Context: an optimization exercise on an open-source flow, tuned for small area, a short achievable clock period and few clock cycles per item. The choices shown serve that exercise and are no tape-out recipe. At most, simulation tests tie the RTL to the original design; equivalence was not proved. For run 1, only the layout was checked, not whether the RTL still works.

## flow/design.v (module list and top-level ports; edited modules follow where they fit)
// module dsp_mac_postadd: 74 lines
// module dsp_mac_pipe: 994 lines
module dsp_mac_pipe
#(
  parameter int A_W      = 18,
  parameter int B_W      = 18,
  parameter int P_W      = 48,
  parameter bit SATURATE = 1'b0
) (
  input  logic           clk,
  input  logic           rst_n,
  input  logic [A_W-1:0] a,
  input  logic [B_W-1:0] b,
  input  logic [B_W-1:0] d,
  input  logic [P_W-1:0] c,
  input  logic           carryin,
  input  logic           pre_sel,
  input  logic           pre_sub,
  input  logic [1:0]     mode,
  input  logic           in_valid,
  input  logic           in_last,
  output logic           in_ready,
  output logic [P_W-1:0] p,
  output logic           carryout,
  output logic           ovf,
  output logic           out_valid,
  output logic           out_last,
  input  logic           out_ready
);
  // ...
==> flow/flow/run.sh <==
#!/bin/bash
# Standard ORFS layout with two changes:
#  - after the standard synthesis, fa_polarity.py rebuilds full adders in
#    true or complemented form (and swaps a few gates for their complement
#    cells) to drop the inverters synthesis left around them; registers and
#    all other cells are untouched;
#  - placement buffers every port with buf_1 instead of the default cell.
set -euo pipefail
R="$PWD/orfs/results/sky130hd/dsp_mac_pipe/base"
BUF="BUFFER_PORTS_ARGS=-buffer_cell sky130_fd_sc_hd__buf_1"
bash standard.sh "$BUF" synth > make_synth.log 2>&1
cp "$R/1_2_yosys.v" "$R/1_2_yosys_standard.v"
python3 flow/fa_polarity.py "$R/1_2_yosys_standard.v" "$R/1_2_yosys.v" > fa_polarity.log 2>&1
rm -f "$R/1_synth.odb" "$R/1_synth.sdc"
bash standard.sh "$BUF" finish > make_finish.log 2>&1
==> flow/flow/fa_polarity.py <==
#!/usr/bin/env python3
"""Remove inverters around full adders in a Yosys sky130 gate netlist.

A full adder is self-dual: FA(~a, ~b, ~c) = (~sum, ~cout).  Synthesis leaves
inverters between full adders wherever it picked the other polarity.  This
script collapses every inverter into a literal (signal, polarity), chooses
for each full adder whether to build it in true or complemented form, and for
some simple gates whether to use the complementary cell (xor2 <-> xnor2,
nand2 <-> and2, ...), so that the total area of the inverters still needed
plus the area those cell swaps add is smallest (greedy local search).  It
then writes the netlist back with one inverter per signal that still needs
its complement.  Registers, ports and all other cells are kept as they are.

usage: fa_polarity.py in.v out.v
"""
import random
import re
import sys
from collections import defaultdict

LIB = "sky130_fd_sc_hd__"
OUT_PINS = {"X", "Y", "Q", "Q_N", "SUM", "COUT", "HI", "LO", "GCLK"}
INV_AREA = 3.7536
# cell -> (complementary cell, its output pin, extra area of the complement)
COMPLEMENT = {
    "xor2_1": ("xnor2_1", "Y", 0.0), "xnor2_1": ("xor2_1", "X", 0.0),
    "nand2_1": ("and2_1", "X", 2.5), "and2_1": ("nand2_1", "Y", -2.5),
    "nor2_1": ("or2_1", "X", 2.5), "or2_1": ("nor2_1", "Y", -2.5),
    "nand2b_1": ("and2b_1", "X", 1.25), "and2b_1": ("nand2b_1", "Y", -1.25),
    "nor2b_1": ("or2b_1", "X", 1.25), "or2b_1": ("nor2b_1", "Y", -1.25),
    "a21oi_1": ("a21o_1", "X", 2.5), "a21o_1": ("a21oi_1", "Y", -2.5),
    "o21ai_1": ("o21a_1", "X", 2.5), "o21a_1": ("o21ai_1", "Y", -2.5),
}
AREA = {}
for k, (c, _, d) in COMPLEMENT.items():
    AREA[k] = 0.0

src = open(sys.argv[1]).read()
m = re.search(r"^module .*?;\n", src, re.S | re.M)
mod_head = src[: m.end()]
body = src[m.end():]
endpos = body.rindex("endmodule")
tail = body[endpos:]
body = body[:endpos]

cell_re = re.compile(r"^\s*(sky130_fd_sc_hd__\w+)\s+(\S+)\s*\((.*?)\);\n", re.S | re.M)
pin_re = re.compile(r"\.(\w+)\(\s*(.*?)\s*\)(?=\s*,|\s*$)", re.S)

decls = []
cells = {}
order = []
pos = 0
for cm in cell_re.finditer(body):
    decls.append(body[pos:cm.start()])
    pos = cm.end()
    typ, name, pins = cm.group(1), cm.group(2), cm.group(3)
    pd = {}
    for pm in pin_re.finditer(pins.strip()):
        pd[pm.group(1)] = pm.group(2)
    cells[name] = {"type": typ[len(LIB):], "pins": pd}
    order.append(name)
decls.append(body[pos:])
decl_text = "".join(decls)

ports = set()
for pm in re.finditer(r"^\s*(?:input|output|inout)\s+(?:\[(\d+):(\d+)\]\s+)?(\S+);", decl_text, re.M):
    if pm.group(1):
        hi, lo = int(pm.group(1)), int(pm.group(2))
        for i in range(min(hi, lo), max(hi, lo) + 1):
            ports.add(f"{pm.group(3)}[{i}]")
    ports.add(pm.group(3))

driver = {}
for name, c in cells.items():
    for pin, net in c["pins"].items():
        if pin in OUT_PINS:
            driver[net] = (name, pin)


def is_inv(name):
    return re.match(r"(inv|clkinv)_\d+$", cells[name]["type"]) is not None


def is_fa(name):
    return re.match(r"fa_\d+$", cells[name]["type"]) is not None


# inverters that can be dissolved: output not a port
dissolve = {n for n in cells if is_inv(n) and cells[n]["pins"]["Y"] not in ports}


def literal(net):
    """(source net, polarity) of a net, looking through dissolvable inverters."""
    q = 0
    while net in driver and driver[net][0] in dissolve:
        net = cells[driver[net][0]]["pins"]["A"]
        q ^= 1
    return net, q


# flippable cells: full adders (inputs and outputs complemented) and gates
# with a complementary cell (output complemented)
flip_fa = [n for n in cells if is_fa(n)
           and not any(cells[n]["pins"].get(p) in ports for p in ("SUM", "COUT"))]
flip_gate = [n for n in cells if cells[n]["type"] in COMPLEMENT and n not in dissolve
             and not any(net in ports for p, net in cells[n]["pins"].items() if p in OUT_PINS)]
x = {n: 0 for n in flip_fa + flip_gate}
isfa = set(flip_fa)

# each load pin that is not a dissolved inverter: (cell, pin, source, polarity)
loads_of = defaultdict(list)      # source net -> [(cell, pin, q)]
for name, c in cells.items():
    if name in dissolve:
        continue
    for pin, net in c["pins"].items():
        if pin in OUT_PINS:
            continue
        s, q = literal(net)
        loads_of[s].append((name, pin, q))
# port loads of a source: a port net that is driven through inverters keeps
# its inverter (not dissolved), so nothing to do here

src_flip = {}                     # source net -> flippable cell driving it
for n in x:
    for pin, net in cells[n]["pins"].items():
        if pin in OUT_PINS:
            src_flip[net] = n

touch = defaultdict(set)
for s, ls in loads_of.items():
    if s in src_flip:
        touch[src_flip[s]].add(s)
    for (c, pin, q) in ls:
        if c in isfa:
            touch[c].add(s)


def src_cost(s):
    phys = x[src_flip[s]] if s in src_flip else 0
    need = set()
    for (c, pin, q) in loads_of[s]:
        need.add(q ^ (x[c] if c in isfa else 0))
    return INV_AREA if (need - {phys}) else 0.0


def cell_cost(n):
    if n in isfa or not x[n]:
        return 0.0
    return COMPLEMENT[cells[n]["type"]][2]


def total():
    return sum(src_cost(s) for s in loads_of) + sum(cell_cost(n) for n in x)


def delta(n):
    ss = touch[n]
    before = sum(src_cost(s) for s in ss) + cell_cost(n)
    x[n] ^= 1
    after = sum(src_cost(s) for s in ss) + cell_cost(n)
    x[n] ^= 1
    return after - before


start = total()
best = dict(x)
best_cost = start
rng = random.Random(1)
cur = start
names = list(x)
for rnd in range(60):
    rng.shuffle(names)
    moved = False
    for n in names:
        d = delta(n)
        if d < -1e-9 or (d < 1e-9 and rnd < 40 and rng.random() < 0.2):
            x[n] ^= 1
            cur += d
            moved = moved or d < -1e-9
            if cur < best_cost - 1e-9:
                best_cost = cur
                best = dict(x)
    if rnd >= 40 and not moved:
        break
x = best

n_inv_before = sum(1 for n in cells if is_inv(n))

# rebuild: new cells list
new_cells = {}
new_order = []
wires_new = []
cnt = [0]


def fresh(prefix):
    cnt[0] += 1
    return f"_{prefix}{cnt[0]}_"


# physical net for each source with polarity phys; complement nets on demand
phys_net = {}
comp_net = {}
for name in order:
    c = cells[name]
    if name in dissolve:
        continue
    typ = c["type"]
    pins = dict(c["pins"])
    if name in x and x[name] and name not in isfa:
        typ, opin, _ = COMPLEMENT[typ]
        old_out = [p for p in pins if p in OUT_PINS][0]
        pins[opin] = pins.pop(old_out)
    new_cells[name] = {"type": typ, "pins": pins}
    new_order.append(name)

# source polarity after flips
def phys(s):
    return x[src_flip[s]] if s in src_flip else 0


inv_for = {}


def net_for(s, q):
    """A net carrying literal (s, q)."""
    if q == phys(s):
        return s
    if s not in inv_for:
        y = fresh("fapol")
        wires_new.append(y)
        iname = fresh("fapolinv")
        new_cells[iname] = {"type": "inv_1", "pins": {"A": s, "Y": y}}
        new_order.append(iname)
        inv_for[s] = y
    return inv_for[s]


for name in list(new_order):
    c = new_cells[name]
    if name in inv_for.values():
        continue
    for pin, net in list(c["pins"].items()):
        if pin in OUT_PINS or c["type"] == "inv_1" and name.startswith("_fapolinv"):
            continue
        s, q = literal(net)
        want = q ^ (x[name] if name in isfa else 0)
        c["pins"][pin] = net_for(s, want)

n_inv_after = sum(1 for n in new_cells if re.match(r"(inv|clkinv)_\d+$", new_cells[n]["type"]))
print(f"inverters: {n_inv_before} -> {n_inv_after}; cost {start:.1f} -> {best_cost:.1f}", file=sys.stderr)

driven = set()
used = set()
for n, c in new_cells.items():
    for p, net in c["pins"].items():
        (driven if p in OUT_PINS else used).add(net)
live = driven | used
out = [mod_head]
for line in decl_text.splitlines(keepends=True):
    wm = re.match(r"^\s*wire\s+(\S+);\s*$", line)
    if wm and wm.group(1) not in live and wm.group(1) not in ports:
        continue
    out.append(line)
for w in wires_new:
    out.append(f"  wire {w};\n")


def fmt(n):
    return n + " " if n.startswith("\\") else n


for name in new_order:
    c = new_cells[name]
    pins = ",\n".join(f"    .{p}({fmt(n)})" for p, n in c["pins"].items())
    out.append(f"  {LIB}{c['type']} {name} (\n{pins}\n  );\n")
out.append(tail)
open(sys.argv[2], "w").write("".join(out))
==> flow/standard.sh <==
#!/bin/bash
# synth_recipe.tcl (not shown) runs the flow's synth.tcl, then flattens the netlist and writes it again
# the make line also repeats each setting of config.mk as NAME=value (left out here)
make -C /OpenROAD-flow-scripts/flow DESIGN_CONFIG=/design/flow/config.mk WORK_HOME=/design/flow/orfs CLKGATE_MAP_FILE= SYNTH_SCRIPT=/design/flow/synth_recipe.tcl "${@:-finish}"
==> flow/config.mk <==
export PLATFORM = sky130hd
export DESIGN_NAME = dsp_mac_pipe
export DESIGN_NICKNAME = dsp_mac_pipe
export VERILOG_FILES = /design/flow/design.v
export SDC_FILE = /design/flow/constraint.sdc
export NUM_CORES = 4
export LEC_CHECK = 0
export CAP_MARGIN = 20
export CORE_MARGIN = 2
export CORE_UTILIZATION = 40
export SLEW_MARGIN = 20
==> flow/constraint.sdc <==
create_clock -name core_clock -period 7.0 [get_ports {clk}]
set_input_delay 1.4000 -clock core_clock [delete_from_list [all_inputs] [get_ports {clk}]]
set_output_delay 1.4000 -clock core_clock [all_outputs]
set_load 0.01 [all_outputs]
==> summary.txt, run 1 <==
status=finished clean; WL met3=3680 um; Area Overhead vs Synth=12.0%; endpoint class of the critical path=register; Reg-to-Reg Start=x1_reg[9]$_DFFE_PP_; crit path launch type=register; number of fill cells=4,730; r2r setup slk=0.24 ns; Hold Path Origin=v1_reg$_DFFE_PN0P_; I/O pin cnt=165; tap cells=672; Reg clk slew, reported paths=0.06 ns; Largest stage delay, worst path=0.76 ns; # setup viols final=0; DR vias/cell=5.50; Die ar.=0.0527 mm^2; initial core utilization=0.405; largest net degree at the start of global routing=59; Layout clock area frac=0.0384; Mapped Area=0.0203 mm^2; yosys warns=1; DR WL/cell=21.0 um; CP most frequent cell=fa_1; core area=0.0502 mm^2; post-synthesis net count=2,339; Die W=229 um; Non-clock buffer share=0.0561; DPL Wire Length=44,700 um; max layer used=met5; initial antenna violation count=2
==> inputs of run 2 (changes only) <==
--- a/flow/design.v
+++ b/flow/design.v
@@ -130,76 +130,68 @@
   assign in_ready = adv;
   logic        psub;
   logic [18:0] dd, bx;
   logic [19:0] xs;
   assign psub = pre_sel & pre_sub;
   assign dd   = pre_sel ? {d[17], d} : 19'd0;
   assign bx   = {b[17], b} ^ {19{psub}};
   assign xs   = {dd, 1'b1} + {bx, psub};
-  logic        is_acc0, accc0, msub0;
-  logic [18:0] ae;
-  logic [8:0]  bone, btwo, bneg;
-  assign is_acc0 = mode[0];
-  assign accc0   = mode[0] & mode[1];
-  assign msub0   = mode[1] & !mode[0];
-  assign ae      = {a, 1'b0};
-  genvar gi, gj;
-  for (gi = 0; gi < 9; gi++) begin : g_enc
-    logic h, m, l;
-    assign h = ae[2*gi+2];
-    assign m = ae[2*gi+1];
-    assign l = ae[2*gi];
-    assign bone[gi] = !accc0 & (m ^ l);
-    assign btwo[gi] = !accc0 & ((h & !m & !l) | (!h & m & l));
-    assign bneg[gi] = !accc0 & (h ^ msub0);
-  end
   logic        v1_reg, ci1_reg, last1_reg;
   logic [1:0]  mode1_reg;
-  logic        msign1_reg;
+  logic [17:0] a1_reg;
   logic [18:0] x1_reg;
   logic [47:0] c1_reg;
-  logic [8:0]  one1_reg, two1_reg, neg1_reg;
   always_ff @(posedge clk or negedge rst_n) begin
     if (!rst_n) v1_reg <= 1'b0;
     else if (adv) v1_reg <= in_valid;
   end
   always_ff @(posedge clk) begin
     if (adv) begin
-      msign1_reg <= (a[17] ^ xs[19]) & (|a) & (|xs[19:1]);
+      a1_reg    <= a;
       x1_reg    <= xs[19:1];
       c1_reg    <= (mode == dsp_mac_pkg::MAC) ? 48'd0 : c;
       mode1_reg <= mode;
       ci1_reg   <= carryin;
       last1_reg <= in_last;
-      one1_reg  <= bone;
-      two1_reg  <= btwo;
-      neg1_reg  <= bneg;
     end
   end
   logic is_acc, accc, msub, ms, ci, produce;
   logic live_reg, sticky_reg;
   logic [47:0] acc_reg;
   assign is_acc  = mode1_reg[0];
   assign accc    = mode1_reg[0] & mode1_reg[1];
   assign msub    = mode1_reg[1] & !mode1_reg[0];
   assign ms      = msub;
   assign ci      = ci1_reg;
   assign produce = !is_acc | last1_reg;
+  logic [18:0] ae;
+  logic [8:0]  bone, btwo, bneg;
+  assign ae = {a1_reg, 1'b0};
+  genvar gi, gj;
+  for (gi = 0; gi < 9; gi++) begin : g_enc
+    logic h, m, l;
+    assign h = ae[2*gi+2];
+    assign m = ae[2*gi+1];
+    assign l = ae[2*gi];
+    assign bone[gi] = !accc & (m ^ l);
+    assign btwo[gi] = !accc & ((h & !m & !l) | (!h & m & l));
+    assign bneg[gi] = !accc & (h ^ msub);
+  end
   logic [18:0]      x;
   logic [20:0]      xe;
   logic [8:0][19:0] ppm;
   logic [8:0]       ppsm;
   assign x  = x1_reg;
   assign xe = {x[18], x, 1'b0};    
   for (gi = 0; gi < 9; gi++) begin : g_row
     for (gj = 0; gj < 20; gj++) begin : g_bit
-      assign ppm[gi][gj] = ((one1_reg[gi] & xe[gj+1]) | (two1_reg[gi] & xe[gj])) ^ neg1_reg[gi];
+      assign ppm[gi][gj] = ((bone[gi] & xe[gj+1]) | (btwo[gi] & xe[gj])) ^ bneg[gi];
     end
-    assign ppsm[gi] = !(((one1_reg[gi] | two1_reg[gi]) & x[18]) ^ neg1_reg[gi]);
+    assign ppsm[gi] = !(((bone[gi] | btwo[gi]) & x[18]) ^ bneg[gi]);
   end
   logic [47:0] accv;
   logic [46:0] crow, arow;
   logic        crow_ns, arow_ns;
   assign accv    = (is_acc & live_reg) ? acc_reg : 48'd0;
   assign crow    = c1_reg[46:0];
   assign crow_ns = !c1_reg[47];
   assign arow    = accv[46:0];
@@ -504,38 +496,38 @@
   logic fs234, fc234;
   logic fs235, fc235;
   assign hs0 = krow[10] ^ crow[10];
   assign hc0 = krow[10] & crow[10];
   assign hs1 = krow[11] ^ crow[11];
   assign hc1 = krow[11] & crow[11];
   assign fs0 = krow[12] ^ crow[12] ^ arow[12];
   assign fc0 = (krow[12] & crow[12]) | (krow[12] & arow[12]) | (crow[12] & arow[12]);
-  assign hs2 = neg1_reg[6] ^ ppm[0][12];
-  assign hc2 = neg1_reg[6] & ppm[0][12];
+  assign hs2 = bneg[6] ^ ppm[0][12];
+  assign hc2 = bneg[6] & ppm[0][12];
   assign fs1 = krow[13] ^ crow[13] ^ arow[13];
   assign fc1 = (krow[13] & crow[13]) | (krow[13] & arow[13]) | (crow[13] & arow[13]);
   assign hs3 = ppm[0][13] ^ ppm[1][11];
   assign hc3 = ppm[0][13] & ppm[1][11];
   assign fs2 = krow[14] ^ crow[14] ^ arow[14];
   assign fc2 = (krow[14] & crow[14]) | (krow[14] & arow[14]) | (crow[14] & arow[14]);
-  assign fs3 = neg1_reg[7] ^ ppm[0][14] ^ ppm[1][12];
-  assign fc3 = (neg1_reg[7] & ppm[0][14]) | (neg1_reg[7] & ppm[1][12]) | (ppm[0][14] & ppm[1][12]);
+  assign fs3 = bneg[7] ^ ppm[0][14] ^ ppm[1][12];
+  assign fc3 = (bneg[7] & ppm[0][14]) | (bneg[7] & ppm[1][12]) | (ppm[0][14] & ppm[1][12]);
   assign hs4 = ppm[2][10] ^ ppm[3][8];
   assign hc4 = ppm[2][10] & ppm[3][8];
   assign fs4 = krow[15] ^ crow[15] ^ arow[15];
   assign fc4 = (krow[15] & crow[15]) | (krow[15] & arow[15]) | (crow[15] & arow[15]);
   assign fs5 = ppm[0][15] ^ ppm[1][13] ^ ppm[2][11];
   assign fc5 = (ppm[0][15] & ppm[1][13]) | (ppm[0][15] & ppm[2][11]) | (ppm[1][13] & ppm[2][11]);
   assign hs5 = ppm[3][9] ^ ppm[4][7];
   assign hc5 = ppm[3][9] & ppm[4][7];
   assign fs6 = krow[16] ^ crow[16] ^ arow[16];
   assign fc6 = (krow[16] & crow[16]) | (krow[16] & arow[16]) | (crow[16] & arow[16]);
-  assign fs7 = neg1_reg[8] ^ ppm[0][16] ^ ppm[1][14];
-  assign fc7 = (neg1_reg[8] & ppm[0][16]) | (neg1_reg[8] & ppm[1][14]) | (ppm[0][16] & ppm[1][14]);
+  assign fs7 = bneg[8] ^ ppm[0][16] ^ ppm[1][14];
+  assign fc7 = (bneg[8] & ppm[0][16]) | (bneg[8] & ppm[1][14]) | (ppm[0][16] & ppm[1][14]);
   assign fs8 = ppm[2][12] ^ ppm[3][10] ^ ppm[4][8];
   assign fc8 = (ppm[2][12] & ppm[3][10]) | (ppm[2][12] & ppm[4][8]) | (ppm[3][10] & ppm[4][8]);
   assign hs6 = ppm[5][6] ^ ppm[6][4];
   assign hc6 = ppm[5][6] & ppm[6][4];
   assign fs9 = krow[17] ^ crow[17] ^ arow[17];
   assign fc9 = (krow[17] & crow[17]) | (krow[17] & arow[17]) | (crow[17] & arow[17]);
   assign fs10 = ppm[0][17] ^ ppm[1][15] ^ ppm[2][13];
   assign fc10 = (ppm[0][17] & ppm[1][15]) | (ppm[0][17] & ppm[2][13]) | (ppm[1][15] & ppm[2][13]);
@@ -586,36 +578,36 @@
   assign hs12 = 1'b1 ^ crow[25];
   assign hc12 = 1'b1 & crow[25];
   assign hs13 = krow[4] ^ crow[4];
   assign hc13 = krow[4] & crow[4];
   assign hs14 = krow[5] ^ crow[5];
   assign hc14 = krow[5] & crow[5];
   assign fs28 = krow[6] ^ crow[6] ^ arow[6];
   assign fc28 = (krow[6] & crow[6]) | (krow[6] & arow[6]) | (crow[6] & arow[6]);
-  assign hs15 = neg1_reg[3] ^ ppm[0][6];
-  assign hc15 = neg1_reg[3] & ppm[0][6];
+  assign hs15 = bneg[3] ^ ppm[0][6];
+  assign hc15 = bneg[3] & ppm[0][6];
   assign fs29 = krow[7] ^ crow[7] ^ arow[7];
   assign fc29 = (krow[7] & crow[7]) | (krow[7] & arow[7]) | (crow[7] & arow[7]);
   assign hs16 = ppm[0][7] ^ ppm[1][5];
   assign hc16 = ppm[0][7] & ppm[1][5];
   assign fs30 = krow[8] ^ crow[8] ^ arow[8];
   assign fc30 = (krow[8] & crow[8]) | (krow[8] & arow[8]) | (crow[8] & arow[8]);
-  assign fs31 = neg1_reg[4] ^ ppm[0][8] ^ ppm[1][6];
-  assign fc31 = (neg1_reg[4] & ppm[0][8]) | (neg1_reg[4] & ppm[1][6]) | (ppm[0][8] & ppm[1][6]);
+  assign fs31 = bneg[4] ^ ppm[0][8] ^ ppm[1][6];
+  assign fc31 = (bneg[4] & ppm[0][8]) | (bneg[4] & ppm[1][6]) | (ppm[0][8] & ppm[1][6]);
   assign hs17 = ppm[2][4] ^ ppm[3][2];
   assign hc17 = ppm[2][4] & ppm[3][2];
   assign fs32 = krow[9] ^ crow[9] ^ arow[9];
   assign fc32 = (krow[9] & crow[9]) | (krow[9] & arow[9]) | (crow[9] & arow[9]);
   assign fs33 = ppm[0][9] ^ ppm[1][7] ^ ppm[2][5];
   assign fc33 = (ppm[0][9] & ppm[1][7]) | (ppm[0][9] & ppm[2][5]) | (ppm[1][7] & ppm[2][5]);
   assign hs18 = ppm[3][3] ^ ppm[4][1];
   assign hc18 = ppm[3][3] & ppm[4][1];
-  assign fs34 = arow[10] ^ neg1_reg[5] ^ hs0;
-  assign fc34 = (arow[10] & neg1_reg[5]) | (arow[10] & hs0) | (neg1_reg[5] & hs0);
+  assign fs34 = arow[10] ^ bneg[5] ^ hs0;
+  assign fc34 = (arow[10] & bneg[5]) | (arow[10] & hs0) | (bneg[5] & hs0);
   assign fs35 = ppm[0][10] ^ ppm[1][8] ^ ppm[2][6];
   assign fc35 = (ppm[0][10] & ppm[1][8]) | (ppm[0][10] & ppm[2][6]) | (ppm[1][8] & ppm[2][6]);
   assign fs36 = ppm[3][4] ^ ppm[4][2] ^ ppm[5][0];
   assign fc36 = (ppm[3][4] & ppm[4][2]) | (ppm[3][4] & ppm[5][0]) | (ppm[4][2] & ppm[5][0]);
   assign fs37 = arow[11] ^ hc0 ^ hs1;
   assign fc37 = (arow[11] & hc0) | (arow[11] & hs1) | (hc0 & hs1);
   assign fs38 = ppm[0][11] ^ ppm[1][9] ^ ppm[2][7];
   assign fc38 = (ppm[0][11] & ppm[1][9]) | (ppm[0][11] & ppm[2][7]) | (ppm[1][9] & ppm[2][7]);
@@ -730,24 +722,24 @@
   assign hs21 = 1'b1 ^ crow[31];
   assign hc21 = 1'b1 & crow[31];
   assign hs22 = krow[0] ^ crow[0];
   assign hc22 = krow[0] & crow[0];
   assign hs23 = krow[1] ^ crow[1];
   assign hc23 = krow[1] & crow[1];
   assign fs91 = krow[2] ^ crow[2] ^ arow[2];
   assign fc91 = (krow[2] & crow[2]) | (krow[2] & arow[2]) | (crow[2] & arow[2]);
-  assign hs24 = neg1_reg[1] ^ ppm[0][2];
-  assign hc24 = neg1_reg[1] & ppm[0][2];
+  assign hs24 = bneg[1] ^ ppm[0][2];
+  assign hc24 = bneg[1] & ppm[0][2];
   assign fs92 = krow[3] ^ crow[3] ^ arow[3];
   assign fc92 = (krow[3] & crow[3]) | (krow[3] & arow[3]) | (crow[3] & arow[3]);
   assign hs25 = ppm[0][3] ^ ppm[1][1];
   assign hc25 = ppm[0][3] & ppm[1][1];
-  assign fs93 = arow[4] ^ neg1_reg[2] ^ hs13;
-  assign fc93 = (arow[4] & neg1_reg[2]) | (arow[4] & hs13) | (neg1_reg[2] & hs13);
+  assign fs93 = arow[4] ^ bneg[2] ^ hs13;
+  assign fc93 = (arow[4] & bneg[2]) | (arow[4] & hs13) | (bneg[2] & hs13);
   assign fs94 = ppm[0][4] ^ ppm[1][2] ^ ppm[2][0];
   assign fc94 = (ppm[0][4] & ppm[1][2]) | (ppm[0][4] & ppm[2][0]) | (ppm[1][2] & ppm[2][0]);
   assign fs95 = arow[5] ^ hc13 ^ hs14;
   assign fc95 = (arow[5] & hc13) | (arow[5] & hs14) | (hc13 & hs14);
   assign fs96 = ppm[0][5] ^ ppm[1][3] ^ ppm[2][1];
   assign fc96 = (ppm[0][5] & ppm[1][3]) | (ppm[0][5] & ppm[2][1]) | (ppm[1][3] & ppm[2][1]);
   assign fs97 = hc14 ^ fs28 ^ ppm[1][4];
   assign fc97 = (hc14 & fs28) | (hc14 & ppm[1][4]) | (fs28 & ppm[1][4]);
@@ -860,18 +852,18 @@
   assign fs151 = 1'b1 ^ crow[33] ^ arow[33];
   assign fc151 = (1'b1 & crow[33]) | (1'b1 & arow[33]) | (crow[33] & arow[33]);
   assign hs26 = ppm[7][19] ^ ppm[8][17];
   assign hc26 = ppm[7][19] & ppm[8][17];
   assign fs152 = crow[34] ^ arow[34] ^ ppsm[7];
   assign fc152 = (crow[34] & arow[34]) | (crow[34] & ppsm[7]) | (arow[34] & ppsm[7]);
   assign hs27 = 1'b1 ^ crow[35];
   assign hc27 = 1'b1 & crow[35];
-  assign hs28 = arow[0] ^ neg1_reg[0];
-  assign hc28 = arow[0] & neg1_reg[0];
+  assign hs28 = arow[0] ^ bneg[0];
+  assign hc28 = arow[0] & bneg[0];
   assign fs153 = arow[1] ^ hc22 ^ hs23;
   assign fc153 = (arow[1] & hc22) | (arow[1] & hs23) | (hc22 & hs23);
   assign fs154 = hc23 ^ fs91 ^ ppm[1][0];
   assign fc154 = (hc23 & fs91) | (hc23 & ppm[1][0]) | (fs91 & ppm[1][0]);
   assign fs155 = fc91 ^ fs92 ^ hc24;
   assign fc155 = (fc91 & fs92) | (fc91 & hc24) | (fs92 & hc24);
   assign fs156 = fc92 ^ fs93 ^ hc25;
   assign fc156 = (fc92 & fs93) | (fc92 & hc25) | (fs93 & hc25);
@@ -1056,17 +1048,17 @@
   assign fs234 = arow[46] ^ hc37 ^ hs38;
   assign fc234 = (arow[46] & hc37) | (arow[46] & hs38) | (hc37 & hs38);
   assign fs235 = arow_ns ^ hc38 ^ hs39;
   assign fc235 = (arow_ns & hc38) | (arow_ns & hs39) | (hc38 & hs39);
   assign sum0 = {hc39, fc234, fc233, fc232, fc231, fc230, fc229, fc228, fc227, fc226, fs226, fs225, fs224, fc222, fs222, fs221, fc219, fc218, fc217, fc216, fs216, fc214, fc213, fc212, fc211, fc210, fc209, fc208, fc207, fc206, fc205, fc204, fc203, fc202, fc201, fc200, fc199, fc198, fc197, fc196, fc195, fc194, fc193, fc192, fc191, fc190, fc189, hc40, ppm[0][0]};
   assign sum1 = {fc235, fs235, fs234, fs233, fs232, fs231, fs230, fs229, fs228, fs227, fc225, fc224, fc223, fs223, fc221, fc220, fs220, fs219, fs218, fs217, fc215, fs215, fs214, fs213, fs212, fs211, fs210, fs209, fs208, fs207, fs206, fs205, fs204, fs203, fs202, fs201, fs200, fs199, fs198, fs197, fs196, fs195, fs194, fs193, fs192, fs191, fs190, fs189, hs40};
   assign r = sum0 + sum1;
   logic msign, op1_47, op2_47, ovf_now, ovf_tot, cy_now;
-  assign msign   = msign1_reg;
+  assign msign   = (a1_reg[17] ^ x[18]) & (|a1_reg) & (|x);
   assign op1_47  = is_acc ? accv[47] : c1_reg[47];
   assign op2_47  = accc ? c1_reg[47] : (msign ^ msub);
   assign cy_now  = r[48] ^ op1_47 ^ op2_47;
   assign ovf_now = r[48] ^ r[47];
   assign ovf_tot = ovf_now | (is_acc & live_reg & sticky_reg);
   always_ff @(posedge clk or negedge rst_n) begin
     if (!rst_n) begin
       out_valid <= 1'b0;
==> run 2 against run 1 <==
Effect of this change: register-to-register slack is essentially flat; clock-buffer cell count shrank 13; sequential cell count shrank 10; non-clock buffer count grew 3; highest routed layer unchanged; worst setup slack lost 0.010 ns; critical endpoint is now p[38]$_DFFE_PP_; die area shrank 2.4%; via count shrank 0.69%; critical path type unchanged; worst hold slack lost 0.0083 ns; first-iteration DRC count grew 5.0%.
==> summary.txt, run 2 <==
final wirelength=57,300 um; Mapped Area=0.0198 mm^2 (-2.4%); H-tree depth=4; total gr overflow=0; clk root buf=clkbuf_16; initial core utilization=0.405 (about the same); Reg-to-Reg Start=mode1_reg[1]$_DFFE_PP_; Area Overhead vs Synth=11.6%; yosys warns=1 (unchanged); setup ws final=0.233 ns; Layout Skew=0.0166 ns; most frequent cells in the layout=fa_1, edfxtp_1, xnor2_1; 1st-iter DRT viols=1,199; Placed Area=0.0215 mm^2; critical path peak fanout=25; I/O pin cnt=165 (unchanged); number of fill cells=4,708 (-0.47%); critical path class=register to register; vias in the first global route=15,900; Data required, critical path=7.22 ns; clock sink count=192; FF-to-FF End=p[38]$_DFFE_PP_; slew of the pin with the lowest slew margin=1.03 ns; DR DRC count=0; buffer depth of the longest clock path=2; WP buf/inv=3; Worst Setup EP=p[38]$_DFFE_PP_; pre-CTS WS=0.349 ns; Final Cell Area=0.0221 mm^2; vias=14,900; endpoint class of the critical path=register; final hold vios=0; CP most frequent cell=fa_1; r2r setup slk=0.23 ns (about the same); Detail Route Antenna Nets=0; Worst Hold Class=register to register; commonest non-fill, non-tap cell in the layout=fa_1; die height=227 um; fraction of layout cells with a size suffix above 1=0.0767; status=finished clean; GPL Wtd Cong=0.948; met3 Usage GRT=0.0327; Worst Setup SP=mode1_reg[1]$_DFFE_PP_; largest net degree at the start of global routing=71 (+20%); DPL Wire Length=44,300 um (-0.85%); gr busiest metal=met2; n_diodes=0; initial antenna violation count=2 (unchanged); crit path launch type=register; Cells after Synth=1,859; Largest stage delay, worst path=0.55 ns (-0.21 ns); routing usage on met2=0.396; Reg clk slew, reported paths=0.08 ns (+0.02 ns); Rows=81; DR WL/cell=21.4 um (+1.9%); Worst path top cell family by delay=adder cells; fin. max-slew vios=0; Max Cap Viol=0; Synth Area per Inst=10.7 um^2; # hold bufs at CTS=0; slowest cell on the critical path=fa_1; post-synthesis net count=2,301 (-1.6%); Worst path depth=22; Die ar.=0.0514 mm^2 (-2.4%); core area=0.0490 mm^2 (-2.4%); Die W=227 um (-1.2%); worst skew pair latency=0.48 ns; GRT Total Usage=0.233; fmax=148 MHz; DR pass1 iterations=6; Slew HR=0.316; TritonCTS Buffers=17; crit path time final=6.77 ns; Cell Chain, Critical Path=buf_4 > nor2b_1 > buf_4 > nor2_1 > a21oi_1 > mux2i_1 > inv_1 > fa_1 > fa_1 > fa_1 > fa_1 > fa_1 > ha_1 > and2_1 > and3_1 > a21oi_1 > nor2_1 > nor3_2 > o31ai_2 > a21o_1 > a21oi_1 > xnor2_1; DR vias/cell=5.57 (+1.3%); critical path arrival=6.99 ns; # setup viols final=0 (unchanged); number of nets in the layout=2,438; final hold slack=0.547 ns; number of cells on the worst reg-to-reg path=22; CTS tree=yes; IO buf count=164; met1 Use GR=0.292; first-pass GRT wire length=90,400 um; Tcrit/Tclk final=0.967
-- run 2: how the worst min path moves through the flow --
| stage | from | end | slack (ns) | cells after the start |
|---|---|---|---|---|
| final | v1_reg$_DFFE_PN0P_ | out_valid$_DFFE_PN0P_ | 0.55 | 2 |
| after global routing | v1_reg$_DFFE_PN0P_ | v1_reg$_DFFE_PN0P_ | 0.57 | 1 |
| after CTS | v1_reg$_DFFE_PN0P_ | out_valid$_DFFE_PN0P_ | 0.55 | 2 |
| after detailed placement | v1_reg$_DFFE_PN0P_ | out_valid$_DFFE_PN0P_ | 0.53 | 2 |
| after global placement | sticky_reg$_DFFE_PP_ | sticky_reg$_DFFE_PP_ | 0.53 | 2 |
| after floorplan | last1_reg$_DFFE_PP_ | out_last$_DFFE_PP_ | 0.44 | 0 |
-- run 2: repair_timing --
item | in CTS | in global routing
gates resized for setup | 0 | 3
endpoints found under the setup margin | 0 | 10
setup buffers | 0 | 3
-- run 2: layer usage --
metal  routed length, um  share of wire
met1               23300           0.41
met2               28700           0.50
met5                   9        0.00016
met3                2660          0.046
met4                2570          0.045
-- run 2: per-stage QoR --
step	setup TNS, ns	util	instances
2_1_floorplan	0	-	1859
3_3_place_gp	0	0.439	2638
3_5_place_dp	0	0.439	2638
4_1_cts	0	0.452	2670
5_1_grt	-0.00521	0.452	2673
6_report	0	0.452	2673
-- run 2: final cells by class --
cell class | count | area, um^2 | area share
flip-flops and latches | 192 | 5750 | 0.260
inverters | 102 | 383 | 0.0173
clock buffers | 18 | 429 | 0.0194
clock inverters | 14 | 166 | 0.00752
well taps | 664 | 831 | 0.0375
repair buffers | 252 | 1310 | 0.0591
multi-input cells | 1431 | 13300 | 0.599
-- run 2: worst min-delay path, cell delays in order (launching register included) --
cell     delay (ns)
dfrtp_1        0.37
o21ai_0        0.08
nand2_1        0.06
Testbench counts of run 2, summed over its fixed seeds: cycles 24,016, items 24,000.

## separate check: timing with driven ports
How much do the figures lean on ideal ports? The routed layouts below were timed once more, with nothing changed but the port constraints.
Step 1 assumes that a clkbuf_16 drives the clock port and a buf_2 every other input.
Step 2, shift: input delay + t, output delay - t, t = (earliest + latest rising clock arrival at the registers) / 2. This alone moves slack from input paths to output paths.
a / b / c = no drivers / after step 1 / after step 2; a / b = the first two.
run	shift t [ns]	setup WS [ns]	worst slew at a driven data input, ns
run 1	0.595	0.243 / 0.243 / 0.243	0.07
run 2	0.534	0.233 / 0.233 / 0.233	0.06
After both steps setup and hold are still met in every run listed.
